Source: an optimization exercise on an open RTL-to-GDS flow (aim: small area). Production flows keep margins and buffers that such runs may drop.
Where RTL was checked, it was by simulation tests only, not by an equivalence proof against the original.
Function not checked in run 4: the RTL went through the layout flow alone.
No activity file was given, so power comes from the tool's default toggle rates.

**design/flow/standard.sh**
```bash
#!/bin/bash
# synth_recipe.tcl (not shown) runs the flow's synth.tcl, then flattens the netlist and writes it again
# the make line also repeats each setting of config.mk as NAME=value (left out here)
make -C /OpenROAD-flow-scripts/flow DESIGN_CONFIG=/design/flow/config.mk WORK_HOME=/design/flow/orfs CLKGATE_MAP_FILE= SYNTH_SCRIPT=/design/flow/synth_recipe.tcl "${@:-finish}"
```
**design/flow/flow/run.sh**
```bash
#!/bin/bash
# The standard layout (standard.sh) with two changes:
#  - synthesis maps logic with an area-oriented ABC script (flow/abc_area.script:
#    two rounds of &syn2, &dch and &nf -R 1000 (delay relaxed), no ABC buffering or gate upsizing; timing is
#    repaired by the standard placement and CTS steps). Everything else in the
#    synthesis (synth_recipe.tcl, ORFS synth.tcl, dfflibmap, flatten, renames) is
#    unchanged, so the registers are the standard synthesis's.
#  - input and output ports are buffered with sky130_fd_sc_hd__buf_1.
# The ORFS scripts are copied into this folder so that only the ABC script differs.
set -euo pipefail
S="$PWD/orfs_scripts"
rm -rf "$S"
cp -r "$FLOW_HOME/scripts" "$S"
cp flow/abc_area.script "$S/abc_speed.script"
bash standard.sh "SCRIPTS_DIR=$S" "BUFFER_PORTS_ARGS=-buffer_cell sky130_fd_sc_hd__buf_1" finish > standard_flow.log 2>&1
```
**design/flow/config.mk**
```make
export PLATFORM = sky130hd
export DESIGN_NAME = mips_core
export DESIGN_NICKNAME = mips_core
export VERILOG_FILES = /design/flow/design.v
export SDC_FILE = /design/flow/constraint.sdc
export NUM_CORES = 4
export LEC_CHECK = 0
export CAP_MARGIN = 20
export CORE_MARGIN = 2
export CORE_UTILIZATION = 55
export CTS_CLUSTER_DIAMETER = 100
export CTS_CLUSTER_SIZE = 25
export SLEW_MARGIN = 20
```
**design/flow/constraint.sdc**
```tcl
create_clock -name core_clock -period 12.0 [get_ports {clk}]
set_input_delay 2.4000 -clock core_clock [delete_from_list [all_inputs] [get_ports {clk}]]
set_output_delay 2.4000 -clock core_clock [all_outputs]
set_load 0.01 [all_outputs]
```
**design/flow/design.v**
```verilog
package mips_pkg;
    typedef enum logic [2:0] {
        STATE_FETCH  = 3'd0,
        STATE_DECODE = 3'd1,
        STATE_EXEC1  = 3'd2,
        STATE_EXEC2  = 3'd3,  
        STATE_HALT   = 3'd4
    } cpu_state_t;
    typedef enum logic [5:0] {
        OP_RTYPE = 6'h00,
        OP_J     = 6'h02,
        OP_JAL   = 6'h03,
        OP_BEQ   = 6'h04,
        OP_ADDIU = 6'h09,
        OP_ANDI  = 6'h0c,
        OP_ORI   = 6'h0d,
        OP_XORI  = 6'h0e,
        OP_LW    = 6'h23,
        OP_SW    = 6'h2b
    } opcode_t;
    typedef enum logic [5:0] {
        FN_SLLV = 6'h04,
        FN_SRLV = 6'h06,
        FN_SRAV = 6'h07,
        FN_JR   = 6'h08,
        FN_JALR = 6'h09,
        FN_ADDU = 6'h21,
        FN_SUBU = 6'h23,
        FN_AND  = 6'h24,
        FN_OR   = 6'h25,
        FN_XOR  = 6'h26,
        FN_SLT  = 6'h2a,
        FN_SLTU = 6'h2b
    } funct_t;
    typedef enum logic [2:0] {
        ALUOP_ADD, ALUOP_SUB, ALUOP_FUNCT, ALUOP_AND, ALUOP_OR, ALUOP_XOR
    } alu_op_t;
    typedef enum logic [3:0] {
        ALU_ADD, ALU_SUB, ALU_AND, ALU_OR, ALU_XOR,
        ALU_SLT, ALU_SLTU, ALU_SLL, ALU_SRL, ALU_SRA
    } alu_func_t;
    typedef enum logic [1:0] {PC_ALU, PC_ALUOUT, PC_JUMP_TARGET, PC_REG_A} pc_source_t;
    typedef enum logic [1:0] {DST_RT, DST_RD, DST_RA} reg_dst_t;
    typedef enum logic [1:0] {WB_ALUOUT, WB_MDR, WB_PC} mem_to_reg_t;
    typedef enum logic [2:0] {
        SRCB_B, SRCB_FOUR, SRCB_SIGN_IMM, SRCB_BRANCH_OFFSET, SRCB_ZERO_IMM
    } alu_src_b_t;
endpackage
module mips_core (
    input  logic        clk,
    input  logic        reset,
    output logic [31:0] mem_addr,
    output logic        mem_read,
    output logic        mem_write,
    output logic [31:0] mem_wdata,
    input  logic [31:0] mem_rdata,
    output logic        trap
);
    logic [2:0] cnt;           
    logic       clr, halt;
    logic [1:0] ph;
    logic       s1, s2;
    assign ph = cnt[1:0];
    assign s1 = !clr && !halt && !cnt[2];
    assign s2 = !clr && !halt &&  cnt[2];
    logic [31:0] ins;
    logic [5:0]  op, fn;
    logic        rtype, r_alu, r_slt, r_sh, r_jr, r_jalr, i_alu, i_sext;
    logic        o_lw, o_sw, o_beq, o_j, o_jal, legal;
    assign ins    = mem_rdata;
    assign op     = ins[31:26];
    assign fn     = ins[5:0];
    assign rtype  = (op == 6'h00);
    assign r_alu  = rtype && (fn == 6'h21 || fn == 6'h23 || fn == 6'h24 ||
                              fn == 6'h25 || fn == 6'h26);
    assign r_slt  = rtype && (fn == 6'h2a || fn == 6'h2b);
    assign r_sh   = rtype && (fn == 6'h04 || fn == 6'h06 || fn == 6'h07);
    assign r_jr   = rtype && (fn == 6'h08);
    assign r_jalr = rtype && (fn == 6'h09);
    assign i_alu  = (op == 6'h09 || op == 6'h0c || op == 6'h0d || op == 6'h0e);
    assign o_lw   = (op == 6'h23);
    assign o_sw   = (op == 6'h2b);
    assign o_beq  = (op == 6'h04);
    assign o_j    = (op == 6'h02);
    assign o_jal  = (op == 6'h03);
    assign i_sext = (op == 6'h09) || o_lw || o_sw;
    assign legal  = r_alu || r_slt || r_sh || r_jr || r_jalr || i_alu ||
                    o_lw || o_sw || o_beq || o_j || o_jal;
    logic [31:0] pc;           
    logic [31:0] t1;           
    logic [31:0] t2;           
    logic        cy;           
    logic        cond;         
    localparam logic [3:0] K_NONE = 4'd0, K_SLT = 4'd1, K_SLL = 4'd2, K_SRL = 4'd3,
                           K_SRA = 4'd4, K_LW = 4'd5, K_SW = 4'd6, K_BEQ = 4'd7,
                           K_J = 4'd8, K_JAL = 4'd9, K_JR = 4'd10, K_JALR = 4'd11;
    logic [3:0]  kind;
    logic [4:0]  k_widx;
    logic        k_we, k_pct1, k_beq, k_jtop, k_lw, k_sw, k_left, k_arith;
    logic [1:0]  k_wsrc;       
    always_comb begin
        k_we   = (kind == K_SLT) || (kind == K_SLL) || (kind == K_SRL) || (kind == K_SRA) ||
                 (kind == K_LW) || (kind == K_JAL) || (kind == K_JALR);
        k_wsrc = (kind == K_SLT) ? 2'd1 :
                 (kind == K_SLL || kind == K_SRL || kind == K_SRA) ? 2'd2 :
                 (kind == K_LW) ? 2'd3 : 2'd0;
        k_pct1  = (kind == K_J) || (kind == K_JAL) || (kind == K_JR) || (kind == K_JALR);
        k_beq   = (kind == K_BEQ);
        k_jtop  = (kind == K_J) || (kind == K_JAL);
        k_lw    = (kind == K_LW);
        k_sw    = (kind == K_SW);
        k_left  = (kind == K_SLL);
        k_arith = (kind == K_SRA);
    end
    logic [31:0] rf [32];      
    logic [7:0]  rda, rdb, wd;
    logic        we;
    logic [4:0]  widx;
    always_comb begin
        rda = 8'h00;
        rdb = 8'h00;
        for (int k = 1; k < 32; k++) begin
            rda = rda | (rf[k][7:0] & {8{ins[25:21] == k}});
            rdb = rdb | (rf[k][7:0] & {8{ins[20:16] == k}});
        end
    end
    for (genvar k = 1; k < 32; k++) begin : g_rf
        always_ff @(posedge clk) begin
            rf[k] <= {(clr || (we && widx == k)) ? wd : rf[k][7:0], rf[k][31:8]};
        end
    end
    logic [31:0] bconst;
    logic [7:0]  a, b, bx, alu, sum;
    logic        sub, cin, cout, use_rt, taken, lt;
    logic [1:0]  lop;          
    assign taken = k_beq && cond;
    always_comb begin
        sub    = 1'b0;
        use_rt = 1'b0;
        lop    = 2'b11;
        bconst = 32'h0;
        if (s1) begin
            sub    = r_slt || (rtype && fn == 6'h23);
            use_rt = r_alu || r_slt;
            if (rtype && fn[5:2] == 4'b1001)      lop = fn[1:0];
            else if (op[5:2] == 4'b0011)          lop = op[1:0];
            if (i_sext)            bconst = {{16{ins[15]}}, ins[15:0]};
            else if (i_alu)        bconst = {16'h0000, ins[15:0]};
            else if (o_beq)        bconst = {{14{ins[15]}}, ins[15:0], 2'b00};
            else if (o_j || o_jal) bconst = {4'h0, ins[25:0], 2'b00};
            if (o_j || o_jal || o_beq) a = 8'h00;
            else                       a = rda;
        end else begin
            a = (ph == 2'd0) ? {pc[7:2], 2'b11} : pc[7:0];
        end
        if (s1)          b = use_rt ? rdb : bconst[ph*8 +: 8];
        else             b = (taken ? t1[7:0] : 8'h00) | {7'h00, ph == 2'd0};
    end
    assign bx   = b ^ {8{sub}};
    assign cin  = (ph == 2'd0) ? sub : cy;
    assign {cout, sum} = {1'b0, a} + {1'b0, bx} + {8'h00, cin};
    assign lt   = (!fn[0] && (a[7] ^ b[7])) ? a[7] : !cout;    
    always_comb begin
        case (lop)
            2'b00:   alu = a & b;
            2'b01:   alu = a | b;
            2'b10:   alu = a ^ b;
            default: alu = sum;
        endcase
    end
    logic [5:0]  rr;
    logic [2:0]  q0, q1;
    logic [7:0]  d0, d1, shd;
    logic [15:0] f0;
    logic [11:0] f1;
    logic [9:0]  f2;
    logic        fillbit, v0, v1;
    assign rr = k_left ? (6'd32 - {1'b0, t1[4:0]}) : {1'b0, t1[4:0]};
    always_comb begin
        case (rr[4:3])
            2'd0:    begin d0 = t2[7:0];   d1 = t2[15:8];  end
            2'd1:    begin d0 = t2[15:8];  d1 = t2[23:16]; end
            2'd2:    begin d0 = t2[23:16]; d1 = t2[31:24]; end
            default: begin d0 = t2[31:24]; d1 = t2[7:0];   end
        endcase
        case (ph)                               
            2'd0:    fillbit = t2[31];
            2'd1:    fillbit = t2[23];
            2'd2:    fillbit = t2[15];
            default: fillbit = t2[7];
        endcase
        fillbit = fillbit && k_arith;
    end
    assign q0  = {1'b0, ph} + rr[5:3];          
    assign q1  = q0 + 3'd1;
    assign v0  = (q0[2] == k_left);             
    assign v1  = (q1[2] == k_left);
    assign f0  = {v1 ? d1 : {8{fillbit}}, v0 ? d0 : {8{fillbit}}};
    assign f1  = rr[2] ? f0[15:4] : f0[11:0];
    assign f2  = rr[1] ? f1[11:2] : f1[9:0];
    assign shd = rr[0] ? f2[8:1]  : f2[7:0];
    logic [7:0] pcn;
    always_comb begin
        we   = 1'b0;
        widx = k_widx;
        wd   = alu;
        if (s1) begin
            we   = r_alu || i_alu;
            widx = rtype ? ins[15:11] : ins[20:16];
        end else if (s2) begin
            we = k_we;
            case (k_wsrc)
                2'd0:    wd = alu;
                2'd1:    wd = {7'h00, cond && ph == 2'd0};
                2'd2:    wd = shd;
                default: wd = mem_rdata[ph*8 +: 8];
            endcase
        end
        if (clr) wd = 8'h00;
    end
    always_comb begin
        if (k_pct1) begin
            pcn = t1[7:0];
            if (k_jtop && ph == 2'd3) pcn[7:4] = alu[7:4];
        end else begin
            pcn = alu;
        end
        if (clr) pcn = 8'h00;
    end
    always_ff @(posedge clk) begin
        if (reset) begin
            cnt  <= 3'b100;
            clr  <= 1'b1;
            halt <= 1'b0;
        end else begin
            cnt <= cnt + 3'd1;
            if (cnt == 3'b111) clr <= 1'b0;
            if (s1 && !legal) halt <= 1'b1;
        end
    end
    always_ff @(posedge clk) begin
        cy <= cout;
        t2 <= {s1 ? rdb : t2[7:0], t2[31:8]};
        if (s1 || (s2 && (k_pct1 || k_beq))) t1 <= {s1 ? alu : t1[7:0], t1[31:8]};
        if (s2 || clr) pc <= {pcn, pc[31:8]};
        if (s1) begin
            if (ph == 2'd3 && r_slt) cond <= lt;
            else cond <= (ph == 2'd0 || cond) && (rda == rdb);
            k_widx  <= o_jal ? 5'd31 : rtype ? ins[15:11] : ins[20:16];
            kind    <= r_slt  ? K_SLT :
                       r_sh   ? (!fn[1] ? K_SLL : fn[0] ? K_SRA : K_SRL) :
                       o_lw   ? K_LW  :
                       o_sw   ? K_SW  :
                       o_beq  ? K_BEQ :
                       o_j    ? K_J   :
                       o_jal  ? K_JAL :
                       r_jr   ? K_JR  :
                       r_jalr ? K_JALR : K_NONE;
        end
    end
    assign mem_addr  = cnt[2] ? {t1[31:2], 2'b00} : {pc[31:2], 2'b00};
    assign mem_read  = s1 || (s2 && k_lw);
    assign mem_write = s2 && k_sw && ph == 2'd0;
    assign mem_wdata = t2;
    assign trap      = halt;
endmodule
```
**design/flow/flow/abc_area.script**
```
&get -n
&st
&syn2
&dch
&nf -R 1000
&st
&syn2
&dch
&nf -R 1000
&put
```
==> out/metrics.cfg, run 1 <==
[die]
pin_count = 101
dieArea_sq_um = 60750
rows = 88
initial_utilization = 0.5584
die_w_um = 246.5
coreArea_sq_um = 57920
die_h_um = 246.5

[clocking]
max-clock-path-buffers = 3
htree_num_levels = 2
clkLatencyLatePin_ns = 0.66
tritoncts = built
clkSinkCount = 1104
clk_pin_slew_ns = 0.10
holdBufCountCts = 0
numCtsBuffers = 51
cts_setup_buffers = 0
cts_resized = 0
cts_root_buffer = clkbuf_16

[sta]
slew_headroom = 0.1284
clock.fmax_ghz = 0.1162
finalCritPeriodShare = 0.7169
tns_ns = 0
rsz0062_at_grt = false
tightest_slew_ns = 1.303
period_needed_ns = 8.602
hold_viol_final = 0
drv_slew = 0
setup_viol = 0
fin_skew_ns = 0.04123

[job]
cap_viol_max_count = 0

[critical_path]
r2r-start = t1[0]$_DFFE_PP_
end_kind = register
cp.required_ns = 12.45
cp-start-kind = input port
crit_type = input port to register
crit_arrival_ns = 9.05
cp-startpoint = mem_rdata[21]
cp_max_fo = 31

[synthesis]
seq_area_frac_synth = 0.7064
ys_types = 59
synth_ff_type = dfxtp_1
synthCells = 2719
syn_avg_cell_area_sq_um = 11.89
async_reset_ff_frac = 0
ys_ff_latch = 1104
synth_edf_count = 74
netlist_area_sq_um = 32340
ys_warn_count = 2

[routing]
vias = 24560
avgViaCountPerCell = 6.590
wl_um = 133500
wl_per_cell_um = 35.82
drc = 0
ant_nets = 0
dr.pass1.iters = 8
first_iter_violations = 3691

[global_route]
antenna_found_initial = 1
grt-ovfl-total = 0
grt_pass1_vias = 24830
grt_max_degree = 53
grt_pass1_wl_um = 183400
grtUsageTotal = 0.4362

[placed_design]
place_hpwl_um = 97040
io_buffer_count = 98
place_area_sq_um = 34360
gp_congestion = 1.062

[power_and_ir_drop]
powerDensity_nw_per_um2 = 165.9
p_leak_uw = 0.01352
vdd_drop_max_mv = 0.1791

[layout]
area_delta_synth_final_pct = 10.85
fin_nets = 3018
diodes = 0
drive_gt1_frac = 0.05503
final_cell_mix = dfxtp_1, nand2_1, o21ai_0
fin_area_sq_um = 35850
final_common_cell = dfxtp_1

[min_path]
holdCritStartpoint = rf[28][15]$_DFF_P_
hp-class = register to register

[outcome]
status = complete, no violations

-- report_power, final --
| group | leakage, uW | total [uW] | internal (uW) | switching [uW] |
|---|---|---|---|---|
| registers | 0.00908 | 3730 | 3720 | 16.8 |
| logic | 0.00372 | 235 | 61.2 | 174 |
| clock network | 0.000718 | 1980 | 842 | 1140 |
| total | 0.0135 | 5950 | 4620 | 1330 |
-- final timing paths --
path	slack [ns]	depth (start not counted)	endpoint
setup / recovery	3.40	26	rf[15][31]$_DFF_P_
hold / removal	0.31	0	rf[28][7]$_DFF_P_
setup reg to reg	4.99	20	rf[19][25]$_DFF_P_
hold reg to reg	0.31	0	rf[28][7]$_DFF_P_
-- through the flow --
stage	utilization	power, uW	hold slack, ns	cells	worst slack (ns)
after detailed placement	0.5933	4044	0.3121	3663	2.894
final	0.6189	5949	0.3064	3727	3.398
after global placement	0.5932	4040	0.3095	3663	3.071
after global routing	0.6189	6073	0.3222	3727	3.245
after floorplan	-	3930	0.3096	2720	3.797
after CTS	0.6188	5934	0.3071	3727	3.578
-- per-layer routing --
metal / wire length [um] / up-vias / part of all wire / track usage
li1: - / 10220 / - / -
met1: 44590 / 11940 / 0.33 / 0.4726
met2: 62370 / 1793 / 0.47 / 0.7212
met3: 12740 / 611 / 0.095 / 0.1080
met4: 13800 / 0 / 0.10 / 0.3637
met5: 0 / - / 0 / 0
-- Yosys cell counts, drive strengths merged, types with 5 or more instances --
cell | instances | area, sq um
nor3 | 14 | 70.07
nand2 | 345 | 1295
a222oi | 47 | 470.5
or3 | 15 | 93.84
a22oi | 117 | 878.3
mux4 | 5 | 112.6
mux2i | 18 | 180.2
nor2 | 236 | 885.9
ha | 30 | 375.4
a211oi | 13 | 97.59
o22ai | 13 | 81.33
clkinv | 37 | 138.9
nand3 | 36 | 180.2
dfxtp | 1030 | 20620
nor2b | 12 | 75.07
xnor2 | 15 | 131.4
o21ai | 246 | 1231
a221oi | 35 | 306.5
a22o | 101 | 884.6
a221o | 5 | 50.05
edfxtp | 74 | 2222
nand4 | 38 | 237.7
nand2b | 20 | 125.1
nand3b | 6 | 45.04
or2 | 8 | 50.05
a21o | 7 | 52.55
xor2 | 12 | 105.1
a21oi | 84 | 420.4
nor4 | 6 | 37.54
mux2 | 32 | 360.4
o211ai | 6 | 45.04
or3b | 5 | 43.79
-- cells by family after synthesis --
kind of cell | count (synthesis) | synth area share
buf+inv | 39 | 0.004759
xor+xnor | 27 | 0.007313
other cells | 1 | 0.0001160
flops | 1104 | 0.7064
fa+ha+maj | 33 | 0.01346
mux | 55 | 0.02020
simple gates | 758 | 0.1009
compound gates | 702 | 0.1469
-- flip-flops by register name, indices dropped and copies added (netlist names) --
name	flops
pc	32
halt	1
t1	32
cond	1
clr	1
k_widx	5
t2	32
rf	992
cy	1
cnt	3
kind	4
-- critical path, stage by stage --
cell,delay [ns]
buf_1,0.33
nand2b_1,0.42
nor2_1,0.13
buf_4,0.24
a222oi_1,0.56
nand4_1,0.14
a2111oi_0,0.65
nand4_1,0.45
nand2_1,0.27
nand2_1,0.08
o31a_1,0.18
fa_1,0.40
a21o_1,0.18
a21oi_1,0.24
o21bai_1,0.09
a21oi_1,0.24
o21bai_1,0.10
a21oi_1,0.18
xnor2_1,0.08
and3_1,0.17
a21oi_1,0.41
o21ai_0,0.15
a21oi_1,0.15
o22a_1,0.16
buf_4,0.37
o21ai_0,0.23
-- cell type report --
cell class / count / area (sq um)
multi-input combinational: 1577 / 9445
inverter: 37 / 138.9
tap: 765 / 957.2
sequential: 1104 / 22840
fill: 4291 / 22070
clock buffer: 56 / 1316
timing repair buffer: 180 / 983.4
clock inverter: 8 / 160.2
==> inputs of run 2 (changes only) <==
--- a/design/flow/flow/run.sh
+++ b/design/flow/flow/run.sh
@@ -1,7 +1,7 @@
 #!/bin/bash
 # The standard layout (standard.sh) with two changes:
 #  - synthesis maps logic with an area-oriented ABC script (flow/abc_area.script:
-#    two rounds of &syn2, &dch and &nf -R 1000 (delay relaxed), no ABC buffering or gate upsizing; timing is
+#    three rounds of &dch and &nf -R 1000 (delay relaxed), no ABC buffering or gate upsizing; timing is
 #    repaired by the standard placement and CTS steps). Everything else in the
 #    synthesis (synth_recipe.tcl, ORFS synth.tcl, dfflibmap, flatten, renames) is
 #    unchanged, so the registers are the standard synthesis's.
==> design/flow/flow/abc_area.script (replaced) <==
&get -n
&st
&dch
&nf -R 1000
&st
&dch
&nf -R 1000
&st
&dch
&nf -R 1000
&put
==> run 2 against run 1 <==
Utilization fell by 0.19 points. Largest power group unchanged. Clock power decreased by 4%. Register-to-register slack gained 0.69 ns. Hold slack better by 0.011 ns. Still clean. Die area shrank 0.96%. Total power increased by 10%. Combinational power up 68%. Global-route usage down 1.7 points. Synthesized cell count decreased by 1.7%. Critical path depth is 7 lower. Critical endpoint is now rf[14][31]$_DFF_P_. Non-clock buffer count grew 6. Fmax up 1.3%.
==> out/metrics.cfg, run 2 <==
[outcome]
status = complete, no violations

[sta]
setup_viol = 0
slew_headroom = 0.2510
hold_viol_final = 0
rsz0062_at_grt = false
clock.fmax_ghz = 0.1178
finalCritPeriodShare = 0.7073
period_needed_ns = 8.488
drv_slew = 0
tightest_slew_ns = 1.115
fin_skew_ns = 0.03939
tns_ns = 0
whs_ns = 0.3176

[min_path]
hp-class = register to register
hold_depth = 0
hold_end = rf[7][2]$_DFF_P_
holdCritStartpoint = rf[7][10]$_DFF_P_

[routing]
avgViaCountPerCell = 6.524
ant_nets = 0
drc = 0
dr.pass1.iters = 10
wl_um = 127700
vias = 24070
wl_per_cell_um = 34.61
first_iter_violations = 3556

[critical_path]
cp_max_fo = 31
crit_type = input port to register
end_kind = register
timing.critical_path.cells = buf_1 -> nor2b_1 -> and3_1 -> a22o_1 -> a21oi_1 -> nand4_1 -> or4_1 -> a32oi_1 -> o31a_1 -> xor2_1 -> ha_1 -> a21oi_1 -> o21ai_0 -> a21oi_1 -> xnor2_1 -> a21oi_1 -> o21ai_0 -> nor2_4 -> a21oi_1
crit_arrival_ns = 8.93
r2r-start = kind[2]$_SDFFCE_PP0P_
cp-start-kind = input port
critPathTopFamily = simple AND/OR/NAND/NOR gates
cp_common_cell = a21oi_1
critPathSlowestCell = or4_1
path_buf_inv = 1
rr_worst_depth = 16
cp.required_ns = 12.45
worstReg2RegEnd = rf[14][31]$_DFF_P_
slowest_delay_ns = 0.87
regToRegSetupSlack_ns = 5.68

[layout]
fin_area_sq_um = 35530
multi_input_area_sq_um = 9117
registers.top_by_ff_count = rf
regArea_sq_um = 22840
largest_reg_flops = 992
final_cell_mix = dfxtp_1, nand2_1, o21ai_0
drive_gt1_frac = 0.05890
num-fill-cells = 4201
finalNonFillerCells = 3689
final_common_cell = dfxtp_1
area_delta_synth_final_pct = 10.96
fin_nets = 2977

[synthesis]
ys_ff_latch = 1104
async_reset_ff_frac = 0
ys_warn_count = 2
seq_area_frac_synth = 0.7133
synthTopCellsByCount = dfxtp_1, nand2_1, o21ai_0, nor2_1, a21oi_1
synth_ff_type = dfxtp_1
yosys.area.top_type = dfxtp_1
syn_avg_cell_area_sq_um = 11.98
synthTopCellsByArea = dfxtp_1, edfxtp_1, o21ai_0
synth.most_common_cell = dfxtp_1
netlist_area_sq_um = 32020
yosysTopAreaCellShare = 0.6440
synthCells = 2672
ys_types = 57
synth_edf_count = 74

[power_and_ir_drop]
p_switching_uw = 1652
power_switching_share = 0.2516
p_leak_uw = 0.01365
p_int_uw = 4915
vdd_drop_max_mv = 0.1623
seq_power_share = 0.650
combPwrFrac = 0.060
power_uw = 6567
p_clk_frac = 0.290
powerDensity_nw_per_um2 = 184.8

[die]
rows = 88
coreArea_sq_um = 57590
initial_utilization = 0.5561
die_h_um = 245.3
die_w_um = 245.3
pin_count = 101
dieArea_sq_um = 60160

[global_route]
grt_max_degree = 54
grt_pass1_vias = 23480
grtUsageTotal = 0.4195
grt-ovfl-total = 0
grt_pass1_wl_um = 176800
antenna_found_initial = 9

[clocking]
clk_pin_slew_ns = 0.10
htree_num_levels = 2
cts_resized = 0
clkSinkCount = 1104
tritoncts = built
max-clock-path-buffers = 3
cts_setup_buffers = 0
numCtsBuffers = 51
holdBufCountCts = 0
cts_root_buffer = clkbuf_16
clkLatencyLatePin_ns = 0.66

[placed_design]
place_hpwl_um = 91780
io_buffer_count = 98
gp_congestion = 1.080
place_area_sq_um = 34110
dpl.cell_count = 3622

[job]
cap_viol_max_count = 0

## run 2: cell count changes in the layout (fill, tap and decap cells not counted), sizes merged, moves of 30 or more
cell    change
a31oi      +33
a222oi     +39
a22o       -77
a21oi      +30
a22oi      -32
nor2      -106
## run 2: how the worst max path moves through the flow
stage / to / cells after the start / start
after floorplan: rf[10][30]$_DFF_P_ / 24 / mem_rdata[31]
final: rf[14][31]$_DFF_P_ / 19 / mem_rdata[18]
after detailed placement: rf[8][27]$_DFF_P_ / 21 / mem_rdata[18]
after CTS: rf[24][30]$_DFF_P_ / 25 / mem_rdata[18]
after global placement: rf[12][27]$_DFF_P_ / 20 / mem_rdata[19]
after global routing: rf[24][30]$_DFF_P_ / 25 / mem_rdata[18]
## run 2: power groups by stage
| stage | clock network [uW] | logic [uW] | registers (uW) |
|---|---|---|---|
| after floorplan | 0 | 198 | 4180 |
| final | 1910 | 394 | 4270 |
| after global placement | 0 | 365 | 4300 |
| after global routing | 2020 | 415 | 4270 |
| after detailed placement | 0 | 375 | 4320 |
| after CTS | 1900 | 381 | 4250 |
## run 2: stage by stage
step	setup WS, ns	util
2_1_floorplan	4.720	-
3_3_place_gp	3.388	0.5921
3_5_place_dp	3.174	0.5923
4_1_cts	3.711	0.6168
5_1_grt	3.251	0.6169
6_report	3.512	0.6170
## run 2: area by class of cell
cell class	count	share of cell area
clock inverter	8	0.003310
clock buffer	55	0.03634
tap	765	0.02694
inverter	44	0.004648
timing repair buffer	186	0.02895
sequential	1104	0.6429
antenna	4	0.0002817
multi-input combinational	1523	0.2566
## run 2: per-layer routing
metal / routed length [um] / track usage
met1: 50460 / 0.5582
met2: 56080 / 0.6461
met3: 13540 / 0.09698
met4: 7568 / 0.2055
met5: 32 / 0
## run 2: cell families after synthesis
family,count (synthesis),synth area share
AOI/OAI and AO/OA,728,0.1492
xor gates and xnor gates,25,0.006838
adders and majority gates,33,0.01360
buffers and inverters,46,0.005627
DFF,1104,0.7133
muxes,42,0.01547
other,1,0.0001171
and+or+nand+nor,693,0.09581
==> inputs of run 3 (changes only) <==
==> design/flow/run.sh (new file) <==
#!/bin/bash
# synth_recipe.tcl (not shown) runs the flow's synth.tcl, then flattens the netlist and writes it again
# the make line also repeats each setting of config.mk as NAME=value (left out here)
make -C /OpenROAD-flow-scripts/flow DESIGN_CONFIG=/design/flow/config.mk WORK_HOME=/design/flow/orfs CLKGATE_MAP_FILE= SYNTH_SCRIPT=/design/flow/synth_recipe.tcl finish
removed: design/flow/flow/run.sh
removed: design/flow/flow/abc_area.script
removed: design/flow/standard.sh
==> run 3 against run 2 <==
Combinational power rose by 14%. Clock skew decreased by 0.017 ns. Via count grew 5.2%. Setup slack got worse by 0.28 ns. Cell count increased by 7.8%. First-iteration DRC count is 12% lower. Sequential power is 2% lower. Critical path depth up 2. Wire length grew 0.32%. Sequential share of layout area decreased by 5.3 points. Count of clock-buffer cells in the layout rose by 1.
==> out/metrics.cfg, run 3 <==
[critical_path]
cp-startpoint = mem_rdata[17]
cp.required_ns = 12.55
rr_worst_depth = 17
crit_type = input port to register
cp-start-kind = input port
cp_max_fo = 31
regToRegSetupSlack_ns = 5.28
r2r-start = t1[0]$_DFFE_PP_
end_kind = register
crit_arrival_ns = 9.31
worstReg2RegEnd = rf[3][28]$_DFF_P_

[die]
coreArea_sq_um = 64120
rows = 93
pin_count = 101
initial_utilization = 0.5525
dieArea_sq_um = 66450
die_h_um = 257.8
die_w_um = 257.8

[placed_design]
place_hpwl_um = 93770
gp_congestion = 1.029
place_area_sq_um = 37310
io_buffer_count = 98
dpl.cell_count = 3911

[sta]
period_needed_ns = 8.765
tns_ns = 0
fin_skew_ns = 0.02227
setup_viol = 0
whs_ns = 0.3174
hold_viol_final = 0
tightest_slew_ns = 1.220
drv_slew = 0
clock.fmax_ghz = 0.1141
slew_headroom = 0.1835
finalCritPeriodShare = 0.7304
rsz0062_at_grt = false

[layout]
registers.top_by_ff_count = rf
largest_reg_flops = 992
post-route-util = 0.6042
final_common_cell = dfxtp_1
fin_nets = 3176
area_delta_synth_final_pct = 9.371
num-fill-cells = 4925
final_cell_mix = dfxtp_1, nor2_1, a22oi_1
finalNonFillerCells = 3977
drive_gt1_frac = 0.1247
fin_area_sq_um = 38740

[clocking]
holdBufCountCts = 0
cts_resized = 0
cts_root_buffer = clkbuf_16
clk_pin_slew_ns = 0.11
cts_setup_buffers = 0
tritoncts = built
max-clock-path-buffers = 3
clkLatencyLatePin_ns = 0.65
htree_num_levels = 2
clkSinkCount = 1104
numCtsBuffers = 51

[synthesis]
seq_area_frac_synth = 0.6449
async_reset_ff_frac = 0
synth_ff_type = dfxtp_1
synthTopCellsByCount = dfxtp_1, nor2_1, a22oi_1, mux2_2, a21oi_1
ys_ff_latch = 1104
synth.most_common_cell = dfxtp_1
syn_avg_cell_area_sq_um = 11.60
yosys.area.top_type = dfxtp_1
yosysTopAreaCellShare = 0.5821
netlist_area_sq_um = 35420
ys_warn_count = 2
synth_edf_count = 74
synthCells = 3053
ys_types = 105
synthTopCellsByArea = dfxtp_1, mux2_2, edfxtp_1

[min_path]
holdCritStartpoint = rf[1][16]$_DFF_P_
hp-class = register to register
hold_depth = 0
hold_end = rf[1][8]$_DFF_P_

[outcome]
status = complete, no violations

[power_and_ir_drop]
powerDensity_nw_per_um2 = 168.5
vdd_drop_max_mv = 0.1638
p_leak_uw = 0.01547

[global_route]
grt_pass1_vias = 25080
grt_max_degree = 73
antenna_found_initial = 1
grt_pass1_wl_um = 181800
grt-ovfl-total = 0
grtUsageTotal = 0.3801

[routing]
drc = 0
wl_um = 128100
dr.pass1.iters = 8
ant_nets = 0
wl_per_cell_um = 32.21
vias = 25310
first_iter_violations = 3126
avgViaCountPerCell = 6.364

[job]
cap_viol_max_count = 0

==> run 3: how the worst max path moves through the flow <==
| stage | slack, ns | cells past startpoint | to |
|---|---|---|---|
| after floorplan | 4.97 | 22 | rf[10][31]$_DFF_P_ |
| after global placement | 2.88 | 18 | rf[17][29]$_DFF_P_ |
| after detailed placement | 2.90 | 20 | rf[6][26]$_DFF_P_ |
| after CTS | 3.51 | 20 | rf[16][26]$_DFF_P_ |
| after global routing | 2.97 | 21 | rf[4][31]$_DFF_P_ |
| final | 3.24 | 21 | rf[4][31]$_DFF_P_ |
==> run 3: cell type report <==
type,instances,area (sq um),share of cell area
Clock inverter,8,105.1,0.002713
Inverter,41,153.9,0.003972
Multi-Input combinational cell,1747,11770,0.3038
Tap cell,855,1070,0.02761
Antenna cell,2,5.005,0.0001292
Timing Repair Buffer,164,1476,0.03811
Clock buffer,56,1316,0.03398
Sequential cell,1104,22840,0.5897
==> run 3: power by group <==
group	switching, uW	total, uW	internal [uW]
combinational	281	450	170
clock	1110	1910	799
sequential	187	4170	3980
==> run 3: kinds of logic (layout without fill, tap and decap cells) <==
kind of cell               after synthesis  count (layout)  share of synthesized area
and+or+nand+nor                        766             766                     0.1032
other                                    1               4                  0.0001059
DFF                                   1104            1104                     0.6449
muxes                                  228             228                    0.07397
AOI/OAI and AO/OA                      698             698                     0.1356
adders and majority gates               33              33                    0.01229
xor gates and xnor gates                20              20                   0.004945
buffers and inverters                  203             269                    0.02501
==> run 3: per-stage QoR <==
| step | total power (uW) | setup WS [ns] |
|---|---|---|
| finish | 6527 | 3.235 |
| detailed placement | 4673 | 2.901 |
| CTS | 6525 | 3.513 |
| global route | 6692 | 2.969 |
| global placement | 4650 | 2.877 |
| floorplan | 4407 | 4.969 |
==> run 3: critical path, stage by stage <==
cell	delay, ns
clkdlybuf4s50_1	0.92
or3b_2	0.75
nor2_1	0.84
a22oi_1	0.27
o311a_1	0.18
nand4_1	0.07
or3_1	0.29
a21o_1	0.18
nand2_1	0.12
mux2_2	0.32
ha_1	0.31
a211oi_1	0.24
o21bai_1	0.13
a2111oi_0	0.45
nor3_1	0.14
xnor2_1	0.14
o311ai_0	0.47
and2_1	0.24
buf_4	0.43
nor2_1	0.13
a21oi_1	0.22
==> run 3: layer usage <==
layer	vias to the layer above	share of wire	global-route usage
met3	365	0.082	0.07813
met4	0	0.064	0.2123
met1	12490	0.40	0.4802
met5	-	0	0
met2	1484	0.46	0.6116
li1	10970	-	-
==> inputs of run 4 (changes only) <==
--- a/design/flow/design.v
+++ b/design/flow/design.v
@@ -171,34 +171,17 @@
     logic [5:0]  rr;
     logic [2:0]  q0, q1;
     logic [7:0]  d0, d1, shd;
-    logic [15:0] f0;
-    logic [11:0] f1;
-    logic [9:0]  f2;
-    logic        fillbit, v0, v1;
-    assign rr = k_left ? (6'd32 - {1'b0, t1[4:0]}) : {1'b0, t1[4:0]};
-    always_comb begin
-        case (rr[4:3])
-            2'd0:    begin d0 = t2[7:0];   d1 = t2[15:8];  end
-            2'd1:    begin d0 = t2[15:8];  d1 = t2[23:16]; end
-            2'd2:    begin d0 = t2[23:16]; d1 = t2[31:24]; end
-            default: begin d0 = t2[31:24]; d1 = t2[7:0];   end
-        endcase
-        case (ph)                               
-            2'd0:    fillbit = t2[31];
-            2'd1:    fillbit = t2[23];
-            2'd2:    fillbit = t2[15];
-            default: fillbit = t2[7];
-        endcase
-        fillbit = fillbit && k_arith;
-    end
-    assign q0  = {1'b0, ph} + rr[5:3];          
-    assign q1  = q0 + 3'd1;
-    assign v0  = (q0[2] == k_left);             
-    assign v1  = (q1[2] == k_left);
-    assign f0  = {v1 ? d1 : {8{fillbit}}, v0 ? d0 : {8{fillbit}}};
-    assign f1  = rr[2] ? f0[15:4] : f0[11:0];
-    assign f2  = rr[1] ? f1[11:2] : f1[9:0];
-    assign shd = rr[0] ? f2[8:1]  : f2[7:0];
+    logic [15:0] fun;
+    logic        fillbit;
+    assign rr      = k_left ? (6'd32 - {1'b0, t1[4:0]}) : {1'b0, t1[4:0]};
+    assign d0      = t2[rr[4:3]*8 +: 8];
+    assign d1      = t2[(rr[4:3] + 2'd1)*8 +: 8];
+    assign q0      = {1'b0, ph} + rr[5:3];          
+    assign q1      = q0 + 3'd1;
+    assign fillbit = k_arith && t2[(2'd3 - ph) * 8 + 7];
+    assign fun     = {((q1[2] == k_left) ? d1 : {8{fillbit}}),
+                      ((q0[2] == k_left) ? d0 : {8{fillbit}})};
+    assign shd     = fun[rr[2:0] +: 8];
     logic [7:0] pcn;
     always_comb begin
         we   = 1'b0;
==> design/flow/flow/run.sh (new file) <==
#!/bin/bash
# Standard layout, except that the input and output ports are buffered with
# sky130_fd_sc_hd__buf_1 instead of the buffer buffer_ports picks by default.
set -euo pipefail
bash standard.sh "BUFFER_PORTS_ARGS=-buffer_cell sky130_fd_sc_hd__buf_1" finish > standard_flow.log 2>&1
==> design/flow/standard.sh (new file) <==
#!/bin/bash
# synth_recipe.tcl (not shown) runs the flow's synth.tcl, then flattens the netlist and writes it again
# the make line also repeats each setting of config.mk as NAME=value (left out here)
make -C /OpenROAD-flow-scripts/flow DESIGN_CONFIG=/design/flow/config.mk WORK_HOME=/design/flow/orfs CLKGATE_MAP_FILE= SYNTH_SCRIPT=/design/flow/synth_recipe.tcl "${@:-finish}"
--- a/design/flow/config.mk
+++ b/design/flow/config.mk
@@ -7,7 +7,7 @@
 export LEC_CHECK = 0
 export CAP_MARGIN = 20
 export CORE_MARGIN = 2
-export CORE_UTILIZATION = 55
+export CORE_UTILIZATION = 65
 export CTS_CLUSTER_DIAMETER = 100
 export CTS_CLUSTER_SIZE = 25
 export SLEW_MARGIN = 20
removed: design/flow/run.sh
==> run 4 against run 3 <==
Still clean on timing, DRC and antenna. Clock skew up 0.012 ns. Die area down 16%. Utilization up 10 points. Hold slack worse by 0.00083 ns. Sequential power down 5.8%. Highest routed layer is now met5.
==> out/metrics.cfg, run 4 <==
[clocking]
clkLatencyLatePin_ns = 0.64
htree_num_levels = 2
cts_root_buffer = clkbuf_16
cts_setup_buffers = 0
tritoncts = built
clk_pin_slew_ns = 0.10
numCtsBuffers = 51
max-clock-path-buffers = 3
cts_resized = 0
holdBufCountCts = 0
clkSinkCount = 1104

[sta]
clock.fmax_ghz = 0.1181
tightest_slew_ns = 1.326
hold_viol_final = 0
slew_headroom = 0.1161
setup_viol = 0
drv_slew = 0
tns_ns = 0
fin_skew_ns = 0.03388
rsz0062_at_grt = false
period_needed_ns = 8.468
fin_ws_ns = 3.532
finalCritPeriodShare = 0.7057

[synthesis]
syn_avg_cell_area_sq_um = 12.30
yosys.area.top_type = dfxtp_1
synth_ff_type = dfxtp_1
ys_ff_latch = 1104
synth_edf_count = 74
synthTopCellsByCount = dfxtp_1, mux2_2, nand2_1, clkbuf_1, nand3_1
ys_warn_count = 2
netlist_area_sq_um = 34990
synth.most_common_cell = dfxtp_1
yosysTopAreaCellShare = 0.5893
ys_types = 85
async_reset_ff_frac = 0
synthTopCellsByArea = dfxtp_1, mux2_2, edfxtp_1
seq_area_frac_synth = 0.6528
synthCells = 2846

[placed_design]
preCtsSetupSlack_ns = 3.186
io_buffer_count = 98
place_hpwl_um = 83550
gp_congestion = 1.074

[layout]
largest_reg_flops = 992
registers.top_by_ff_count = rf
fin_nets = 2948
final_common_cell = dfxtp_1
post-route-util = 0.7045
final_cell_mix = dfxtp_1, mux2_2, nand2_1
area_delta_synth_final_pct = 7.709
drive_gt1_frac = 0.1493

[die]
die_w_um = 236.0
initial_utilization = 0.6541
coreArea_sq_um = 53500
pin_count = 101
dieArea_sq_um = 55710
rows = 85
die_h_um = 236.0

[power_and_ir_drop]
vdd_drop_max_mv = 0.1586
powerDensity_nw_per_um2 = 165.3
p_leak_uw = 0.01484

[global_route]
use_met1 = 0.5189
antenna_found_initial = 2
grt_pass1_vias = 24460
use_met3 = 0.1204
grt_max_degree = 57
grtUsageTotal = 0.4263
grt_pass1_wl_um = 171500
grt.met2_usage = 0.6554
busiest_layer = met2
grt-ovfl-total = 0

[routing]
wl_um = 120600
vias = 24770
dr.pass1.iters = 7
drc = 0
ant_nets = 0
first_iter_violations = 3494
avgViaCountPerCell = 6.896
wl_per_cell_um = 33.56

[min_path]
hold_depth = 0
hp-class = register to register
hold_end = rf[25][20]$_DFF_P_
holdCritStartpoint = rf[25][28]$_DFF_P_

[critical_path]
rr_worst_depth = 21
critPathSlowestCell = and3b_1
crit_arrival_ns = 9.03
cp.required_ns = 12.56
regToRegSetupSlack_ns = 5.58
cp_max_fo = 31
timing.critical_path.cells = buf_1 -> buf_4 -> and3b_1 -> and2_0 -> a22oi_1 -> nand3_1 -> or4_1 -> a21oi_1 -> o21ai_0 -> xnor2_1 -> fa_1 -> inv_1 -> fa_1 -> nor2b_1 -> o31a_1 -> o31a_1 -> o41ai_1 -> mux2i_1 -> nand2_1 -> o21ai_0 -> o21ai_2 -> buf_4 -> a32o_1
cp-startpoint = mem_rdata[20]
end_kind = register
worstReg2RegEnd = rf[27][30]$_DFF_P_
crit_type = input port to register
cp-start-kind = input port
r2r-start = clr$_SDFFE_PP1N_
slowest_delay_ns = 0.80

[outcome]
status = complete, no violations

[job]
cap_viol_max_count = 0

==> run 4: cell types whose count changed in the layout (fill, tap and decap cells not counted), moves of 53 or more <==
cell and change:
nor2_1 -249, clkdlybuf4s50_1 -98, nand3_1 +70, a32oi_1 +69
a22oi_1 -144, a21oi_1 -141, buf_1 +98, and3_1 +53
==> run 4: power by group <==
group | leakage, uW | switching, uW | total, uW | internal, uW
Clock | 0.000689 | 1100 | 1910 | 808
Combinational | 0.00506 | 269 | 390 | 122
Sequential | 0.00909 | 94.9 | 3930 | 3840
==> run 4: worst max-delay path by stage <==
stage,endpoint,slack [ns]
after global routing,rf[27][30]$_DFF_P_,3.25
after floorplan,rf[11][30]$_DFF_P_,4.76
after global placement,rf[29][30]$_DFF_P_,3.34
final,rf[27][30]$_DFF_P_,3.53
after CTS,rf[9][30]$_DFF_P_,3.79
after detailed placement,rf[27][30]$_DFF_P_,3.19
==> run 4: stage by stage <==
step	instances	hold WS, ns	instance area (sq um)	total power (uW)
floorplan	2847	0.3096	35000	4180
detailed placement	3525	0.3121	36200	4378
finish	3592	0.3165	37690	6229
CTS	3589	0.3169	37620	6201
global route	3591	0.3229	37690	6358
global placement	3524	0.3095	36190	4361
==> run 4: final cells by class <==
| class | instances | area (sq um) |
|---|---|---|
| Antenna cell | 2 | 5.005 |
| Clock buffer | 60 | 1353 |
| Clock inverter | 4 | 61.31 |
| Fill cell | 3531 | 15810 |
| Inverter | 40 | 155.1 |
| Multi-Input combinational cell | 1521 | 11510 |
| Sequential cell | 1104 | 22840 |
| Tap cell | 696 | 870.8 |
| Timing Repair Buffer | 165 | 888.4 |
==> run 4: logic make-up (layout without fill, tap and decap cells) <==
group / Yosys count / in the layout / synth area share
flip-flops: 1104 / 1104 / 0.6528
AND/OR/NAND/NOR: 683 / 683 / 0.1036
AO/OA/AOI/OAI: 504 / 504 / 0.1068
multiplexers: 276 / 276 / 0.09275
buffers and inverters: 222 / 269 / 0.02517
adder cells (fa/ha/maj): 31 / 31 / 0.01173
XOR/XNOR: 25 / 25 / 0.007080
other: 1 / 4 / 0.0001072
==> run 4: metal layers <==
layer	wire [um]	up-vias
li1	-	10370
met3	12490	587
met1	44490	12030
met2	52720	1783
met5	287	-
met4	10570	8
==> run 4: worst max-delay path, delay by kind of cell <==
kind,cells,cell delay (ns)
simple gates,6,2.15
compound gates,9,2.11
buf+inv,4,1.15
fa+ha+maj,2,0.65
mux,1,0.37
xor+xnor,1,0.16

port drivers added, routing unchanged:
Ports are ideal in the flow. The routed layouts listed here were re-timed in OpenROAD.
Step 1: set_driving_cell puts a clkbuf_16 on clk and a buf_2 on each other input, an assumption about the parent block.
Step 2 moves the port delays by t, midway between the first and last clock arrival at a register: inputs arrive t later, outputs are due t later. That takes back most of the time a late clock gives input paths.
a / b / c = no drivers / after step 1 / after step 2; a / b = the first two.
run | shift t [ns] | slack for setup (ns) | latest minus earliest clock arrival (ns) | pins driven straight from the clock port
run 1 | 0.705 | 3.398 / 3.430 / 2.725 | 0.042 / 0.042 | 1
run 2 | 0.701 | 3.512 / 3.503 / 2.802 | 0.040 / 0.040 | 1
run 3 | 0.702 | 3.235 / 3.238 / 2.535 | 0.023 / 0.023 | 1
run 4 | 0.690 | 3.532 / 3.530 / 2.840 | 0.034 / 0.034 | 1
After both steps setup and hold are still met in every run listed. The setup slack of run 2, which loses most, moves by -0.009 ns with the drivers and by -0.710 ns with both steps.
